Context: an optimization exercise on an open-source flow, tuned for small area and a short achievable clock period. The choices shown serve that exercise and are no tape-out recipe. The RTL of this run was laid out without a check of its function. No activity file was given, so power comes from the tool's default toggle rates.

`flow/constraint.sdc`:
```
create_clock -name core_clock -period 7.0 [get_ports {clk}]
set_input_delay 1.4000 -clock core_clock [delete_from_list [all_inputs] [get_ports {clk}]]
set_output_delay 1.4000 -clock core_clock [all_outputs]
set_load 0.01 [all_outputs]
```
`flow/design.v`:
```
package wavegen_pkg;
    typedef enum logic [2:0] {
        NOP    = 3'd0,   
        LINE   = 3'd1,   
        INCR   = 3'd2,
        DECR   = 3'd3,
        JUMP   = 3'd4,   
        X_RECT = 3'd5,   
        Y_RECT = 3'd6    
    } opcode_e;
    typedef struct packed {
        opcode_e                op;
        logic [8-1:0] a;
        logic [8-1:0] b;
    } instr_t;
    typedef enum logic [2:0] {
        FETCH,
        P0,
        P1,
        P2,
        P3
    } phase_e;
    typedef enum logic [1:0] {
        HOLD,
        UP,
        DOWN
    } step_e;
endpackage
module program_regs
(
    input  logic                    clk,
    input  logic                    reset,
    input  logic                    wb_cyc,
    input  logic                    wb_stb,
    input  logic                    wb_we,
    input  logic [5-1:0] wb_adr,
    input  logic [32-1:0] wb_dat_w,
    output logic [32-1:0] wb_dat_r,
    output logic                    wb_ack,
    output logic                    run,
    output logic [18:0]             x_instr,
    input  logic [3-1:0]    x_fetch_ptr,
    output logic [18:0]             y_instr,
    input  logic [3-1:0]    y_fetch_ptr
);
    localparam int INSTR_W = 3 + 2 * 8;   
    logic [INSTR_W-1:0] x_mem [0:8-1];
    logic [INSTR_W-1:0] y_mem [0:8-1];
    logic               accept;
    logic               wr;
    logic [3-1:0] idx;
    logic               ctrl_hit;
    logic [INSTR_W-1:0] wdata;
    logic [INSTR_W-1:0] rd_prog;
    logic [INSTR_W-1:0] rd_data;
    assign accept   = wb_cyc && wb_stb && !wb_ack;
    assign wr       = accept && wb_we;
    assign idx      = wb_adr[3-1:0];
    assign ctrl_hit = (wb_adr == 5'd0);
    assign wdata = reset ? '0 : wb_dat_w[INSTR_W-1:0];
    always_ff @(posedge clk) begin
        for (int i = 0; i < 8; i++) begin
            if (reset || (wr && wb_adr == (5'd16 + i))) begin
                x_mem[i] <= wdata;
            end
            if (reset || (wr && wb_adr == (5'd24 + i))) begin
                y_mem[i] <= wdata;
            end
        end
    end
    always_ff @(posedge clk) begin
        if (reset) begin
            run <= 1'b0;
        end else if (wr && ctrl_hit) begin
            run <= wb_dat_w[0];
        end
    end
    always_ff @(posedge clk) begin
        if (reset) begin
            wb_ack <= 1'b0;
        end else begin
            wb_ack <= accept;
        end
    end
    assign rd_prog = wb_adr[3] ? y_mem[idx] : x_mem[idx];
    always_comb begin
        rd_data = '0;
        if (wb_adr[4]) begin
            rd_data = rd_prog;
        end else if (ctrl_hit) begin
            rd_data[0] = run;
        end
    end
    always_ff @(posedge clk) begin
        wb_dat_r[INSTR_W-1:0] <= rd_data;
    end
    assign wb_dat_r[32-1:INSTR_W] = '0;
    assign x_instr = x_mem[x_fetch_ptr];
    assign y_instr = y_mem[y_fetch_ptr];
endmodule
module wave_sequencer
(
    input  logic                   clk,
    input  logic                   reset,
    input  logic                   run,
    input  logic [18:0]            instr,        
    output logic [3-1:0]   fetch_ptr,
    output logic [8-1:0] level
);
    logic                   fetch;
    logic [3-1:0]   ptr;
    logic                   up, dn;
    logic                   isline, isrect, isy;
    logic [1:0]             ph;
    logic [7:0]             rem;
    logic [7:0]             ra, rb;
    logic [2:0] op;
    logic [7:0] ia, ib;
    assign op = instr[18:16];
    assign ia = instr[15:8];
    assign ib = instr[7:0];
    assign fetch_ptr = ptr;
    logic [7:0] lvl_inc, lvl_dec;
    assign lvl_inc = level + 8'd1;
    assign lvl_dec = level - 8'd1;
    logic       n_fetch;
    logic       n_up, n_dn;
    logic [1:0] n_ph;
    logic [7:0] n_rem;
    logic [7:0] n_level;
    logic       ia_z, ia_le1, ib_z;
    logic [7:0] ib_max1;
    assign ia_z    = (ia == 8'd0);
    assign ia_le1  = (ia[7:1] == 7'd0);
    assign ib_z    = (ib == 8'd0);
    assign ib_max1 = {ib[7:1], ib[0] | ib_z};
    logic [1:0] nph;
    logic [7:0] nlen;
    logic       nlen_z;
    logic       last;
    assign nph    = ph + 2'd1;
    assign nlen   = nph[0] ? rb : ra;
    assign nlen_z = (nlen == 8'd0);
    always_comb begin
        n_fetch = 1'b0;
        n_up    = 1'b0;
        n_dn    = 1'b0;
        n_ph    = ph;
        n_rem   = rem - 8'd1;
        n_level = level;
        last    = 1'b0;
        if (fetch) begin
            n_ph  = 2'd0;
            n_rem = ia - 8'd1;
            case (op)
                3'd4: begin                          
                    n_level = ia;
                    n_fetch = 1'b1;
                end
                3'd1: begin                          
                    n_level = ia;
                    n_fetch = (ia == ib);
                    n_up    = (ib > ia);
                    n_dn    = !(ib > ia);
                end
                3'd2: begin                          
                    if (!ia_z) n_level = lvl_inc;
                    n_fetch = ia_le1;
                    n_up    = 1'b1;
                end
                3'd3: begin                          
                    if (!ia_z) n_level = lvl_dec;
                    n_fetch = ia_le1;
                    n_dn    = 1'b1;
                end
                3'd5: begin                          
                    if (!ia_z) n_level = lvl_inc;
                    if (ia_le1) begin
                        n_ph  = 2'd1;                
                        n_rem = ib_max1;
                    end else begin
                        n_up  = 1'b1;
                    end
                end
                3'd6: begin                          
                    if (ia_le1) begin
                        n_ph  = 2'd1;                
                        n_rem = ib_max1;
                        n_up  = !ib_z;
                    end
                end
                default: n_fetch = 1'b1;             
            endcase
        end else begin
            if (up) n_level = lvl_inc;
            if (dn) n_level = lvl_dec;
            n_up = up;
            n_dn = dn;
            if (isline) begin
                last = up ? (lvl_inc == rb) : (lvl_dec == rb);
                n_fetch = last;
            end else begin
                last = (rem[7:1] == 7'd0);
                if (last) begin
                    if (!isrect || ph == 2'd3) begin
                        n_fetch = 1'b1;
                    end else begin
                        n_ph  = nph;
                        n_rem = {nlen[7:1], nlen[0] | nlen_z};
                        n_up  = !nlen_z && (isy ? (nph == 2'd1) : 1'b0);
                        n_dn  = !nlen_z && (isy ? (nph == 2'd3) : (nph == 2'd2));
                    end
                end
            end
        end
    end
    always_ff @(posedge clk) begin
        if (reset || !run) begin
            fetch <= 1'b1;
            ptr   <= '0;
            level <= '0;
        end else begin
            fetch <= n_fetch;
            level <= n_level;
            if (n_fetch) ptr <= ptr + 1'b1;
        end
    end
    always_ff @(posedge clk) begin
        up  <= n_up;
        dn  <= n_dn;
        ph  <= n_ph;
        rem <= n_rem;
        if (fetch) begin
            ra     <= ia;
            rb     <= ib;
            isline <= (op == 3'd1);
            isrect <= (op == 3'd5) || (op == 3'd6);
            isy    <= (op == 3'd6);
        end
    end
endmodule
module wavegen_top (
    input  logic                    clk,
    input  logic                    reset,
    input  logic                    wb_cyc,
    input  logic                    wb_stb,
    input  logic                    wb_we,
    input  logic [5-1:0] wb_adr,
    input  logic [32-1:0] wb_dat_w,
    output logic [32-1:0] wb_dat_r,
    output logic                    wb_ack,
    output logic [8-1:0]  dac_x,
    output logic [8-1:0]  dac_y
);
    logic                      run;
    logic [18:0]               x_instr, y_instr;
    logic [3-1:0]      x_fetch_ptr, y_fetch_ptr;
    program_regs prog_regs (
        .clk         (clk),
        .reset       (reset),
        .wb_cyc      (wb_cyc),
        .wb_stb      (wb_stb),
        .wb_we       (wb_we),
        .wb_adr      (wb_adr),
        .wb_dat_w    (wb_dat_w),
        .wb_dat_r    (wb_dat_r),
        .wb_ack      (wb_ack),
        .run         (run),
        .x_instr     (x_instr),
        .x_fetch_ptr (x_fetch_ptr),
        .y_instr     (y_instr),
        .y_fetch_ptr (y_fetch_ptr)
    );
    wave_sequencer x_seq (
        .clk       (clk),
        .reset     (reset),
        .run       (run),
        .instr     (x_instr),
        .fetch_ptr (x_fetch_ptr),
        .level     (dac_x)
    );
    wave_sequencer y_seq (
        .clk       (clk),
        .reset     (reset),
        .run       (run),
        .instr     (y_instr),
        .fetch_ptr (y_fetch_ptr),
        .level     (dac_y)
    );
endmodule
```
`flow/run.sh`:
```
#!/bin/bash
# synth_recipe.tcl (not shown) runs the flow's synth.tcl, then flattens the netlist and writes it again
# the make line also repeats each setting of config.mk as NAME=value (left out here)
make -C /OpenROAD-flow-scripts/flow DESIGN_CONFIG=/design/flow/config.mk WORK_HOME=/design/flow/orfs CLKGATE_MAP_FILE= SYNTH_SCRIPT=/design/flow/synth_recipe.tcl finish
```
`flow/config.mk`:
```
export PLATFORM = sky130hd
export DESIGN_NAME = wavegen_top
export DESIGN_NICKNAME = wavegen_top
export VERILOG_FILES = /design/flow/design.v
export SDC_FILE = /design/flow/constraint.sdc
export NUM_CORES = 4
export LEC_CHECK = 0
export CAP_MARGIN = 20
export CORE_MARGIN = 2
export CORE_UTILIZATION = 40
export SLEW_MARGIN = 20
```
==> flow_summary.ini <==
[worst_setup_path]
required_ns = 7.32
critPathKind = flip-flop to flip-flop
critPathLaunchType = flip-flop
arrival_ns = 5.43
cp_max_fo = 20
end_kind = flip-flop
r2r_cells = 17
r2r_slack_ns = 1.90
rr_startpoint = y_seq.ptr[2]
r2r-end = y_seq.up

[detailed_routing]
vias_per_cell = 6.351
wl_per_cell_um = 26.26
drc = 0
routed_wl_um = 68910
vias = 16664
drtIter0Drc = 2351
ant_nets = 0
drtPass1Iterations = 6

[synthesis]
synth_edf_count = 350
synth_area_mm2 = 0.02131
synth_mux_area_frac = 0.06078
synth_top_cell_area_share = 0.4933
synthAdderAreaFrac = 0.02349
synth-simple-area-share = 0.1057
synth_compound_area_frac = 0.1912
synth_top_area_cell = edfxtp_1
syn_inst = 1873
synth_xor_area_frac = 0.02696
synth_top_family_by_area = compound AO/OA/AOI/OAI gates
synth-main-ff-cell = edfxtp_1
synthTopCellsByArea = edfxtp_1 (49%), dfxtp_1 (5.7%), a21oi_1 (2.6%)
yosys_warnings = 5
ys_types = 88
avgSynthCellArea_um2 = 11.38
ys_ff_latch = 411
synthArstFlopShare = 0
yosysSeqAreaShare = 0.5506

[floorplanning]
io_pins = 91
coreArea_mm2 = 0.05266
start_util = 0.4046
die-area_mm2 = 0.05513
dieWidth_um = 234.8
die_y_um = 234.8
rows = 84

[run_status]
status = no timing/DRC/antenna violations

[final_layout]
area_growth_pct = 13.41
fin_area_mm2 = 0.02416
register_area_mm2 = 0.01173
fin_util = 0.4589
layout_common_cells = edfxtp_1 (350), nand2_1 (125), a21oi_1 (109), nor2_1 (109), o21ai_0 (109)
final_common_cell = edfxtp_1
fillers = 4774
drive_above_1_share = 0.1178
nets = 1980
multi_input_area_mm2 = 0.008820

[timing]
tightest_slew_ns = 1.133
period_share = 0.7292
maxSlewHeadroom = 0.2430
fin_skew_ns = 0.03938
setup_viol_count_final = 0
report.final.slew_viol_count = 0
hold_ws_ns = 0.4590
rsz0062_at_grt = no
hold_violations = 0
max_clock_freq_mhz = 195.9
setup_tns_ns = 0
finalCriticalPeriod_ns = 5.105

[clocking]
postCtsSetupBuffers = 0
numCtsBuffers = 45
root_buffer = clkbuf_16
clock_latency_ns = 0.61
cts_resized = 0
ctsHoldBuffers = 0
cts_buffer_depth = 3
cts_sinks = 411
clkTransAtPathRegs_ns = 0.07
htree_levels = 2
cts_tree = yes

[place]
place_congestion = 0.8634
io_buffer_count = 64
hpwl_um = 43760
placed_cell_area_mm2 = 0.02262

[grt]
track_usage = 0.2424
grt_pass1_wl_um = 102000
overflow = 0
antenna_found_initial = 0
grt_max_degree = 51
grt_pass1_vias = 16158

[power_and_ir_drop]
total_power_mw = 6.066
leakage_nw = 8.333
power_density_mw_per_mm2 = 251.1
peakVddDrop_mv = 0.1861

[min_path]
hold_end = prog_regs.wb_ack
whs_path_depth = 1
hold_start = prog_regs.wb_ack
hold_class = flip-flop to flip-flop

[job]
cap_violations = 0
==> worst max-delay path: stages (launching register included) <==
cell	delay, ns
dfxtp_1	0.31
inv_1	0.42
ha_1	0.25
buf_4	0.33
or4_4	0.35
or2_1	0.71
buf_4	0.33
nor2_1	0.05
a21oi_1	0.57
ha_1	0.36
nor2b_1	0.13
o21ai_0	0.14
nand2b_1	0.07
a21oi_1	0.14
o21ai_0	0.10
o211ai_1	0.14
o21ai_0	0.12
a221o_1	0.31
==> logic make-up (layout without fill, tap and decap cells) <==
group,Yosys count,count (layout)
xor+xnor,64,64
buf+inv,212,262
other cells,1,14
mux,108,108
flops,411,411
fa+ha+maj,40,40
compound gates,578,578
simple gates,459,459
==> registers in the layout, indices dropped and copies added (netlist names), 3 cells and up <==
register / cells
y_seq.ra: 8
x_seq.ra: 8
y_seq.ptr: 3
prog_regs.wb_dat_r: 19
prog_regs.x_mem: 152
x_seq.rem: 8
prog_regs.y_mem: 152
x_seq.level: 8
y_seq.level: 8
y_seq.rb: 8
x_seq.ptr: 3
x_seq.rb: 8
y_seq.rem: 8
==> cell usage after synthesis (all sizes together), types with 39 or more instances <==
master	n
nand3	44
a21oi	109
inv	64
dfxtp	61
nand2	125
o21ai	110
a221oi	55
clkbuf	97
o22ai	39
edfxtp	350
xnor2	48
buf	50
mux2i	54
nor2	111
mux2	41
ha	40
==> stage by stage <==
stage / setup slack, ns / std cells
global placement: 2.030 / 2538
floorplan: 2.575 / 1885
CTS: 2.006 / 2622
global route: 1.656 / 2623
finish: 1.895 / 2624
detailed placement: 2.016 / 2538
==> final cells by class <==
class                   instances  area share
repair buffers                113     0.04215
clock inverters                21    0.008234
multi-input cells            1262      0.3650
flip-flops and latches        411      0.4856
clock buffers                  63     0.05313
inverters                      65     0.01010
diodes                          1   0.0001036
well taps                     688     0.03563
==> layer usage <==
metal,GRT usage,part of all wire
met4,0.09321,0.035
met1,0.3396,0.42
met5,0,0
met2,0.3729,0.45
met3,0.04570,0.10
==> how the worst max path moves through the flow <==
stage,from,end,slack [ns],cells past startpoint
2_1_floorplan,y_seq.ptr[2],y_seq.up,2.57,20
3_3_place_gp,y_seq.ptr[2],y_seq.up,2.03,16
3_5_place_dp,y_seq.ptr[2],y_seq.up,2.02,16
4_1_cts,y_seq.ptr[2],y_seq.up,2.01,16
5_1_grt,y_seq.ptr[2],y_seq.up,1.66,17
6_report,y_seq.ptr[2],y_seq.up,1.90,17
==> power by group <==
part | switching (mW) | leakage, nW | internal [mW]
logic | 0.430 | 3.66 | 0.262
clock network | 1.02 | 0.733 | 1.36
registers | 0.123 | 3.94 | 2.87

[separate check: timing with driven ports]
How much do the figures lean on ideal ports? The routed layout below was timed once more, with nothing changed but the port constraints. Step 1, drivers: a clkbuf_16 drives clk and a buf_2 each remaining input, both assumed. Step 2, shift: input delay + t, output delay - t, t = (earliest + latest rising clock arrival at the registers) / 2. This alone moves slack from input paths to output paths. Slacks: ideal ports / drivers / drivers and shift; pairs: ideal ports / drivers.
t, ns: 0.651
setup slack, ns: 1.895 / 1.895 / 1.895
clock arrival spread, ns: 0.039 / 0.039
worst data-port slew with drivers (ns): 0.04
After both steps setup and hold are still met in this run. The setup slack of this run moves by 0.000 ns with the drivers and by 0.000 ns with both steps.
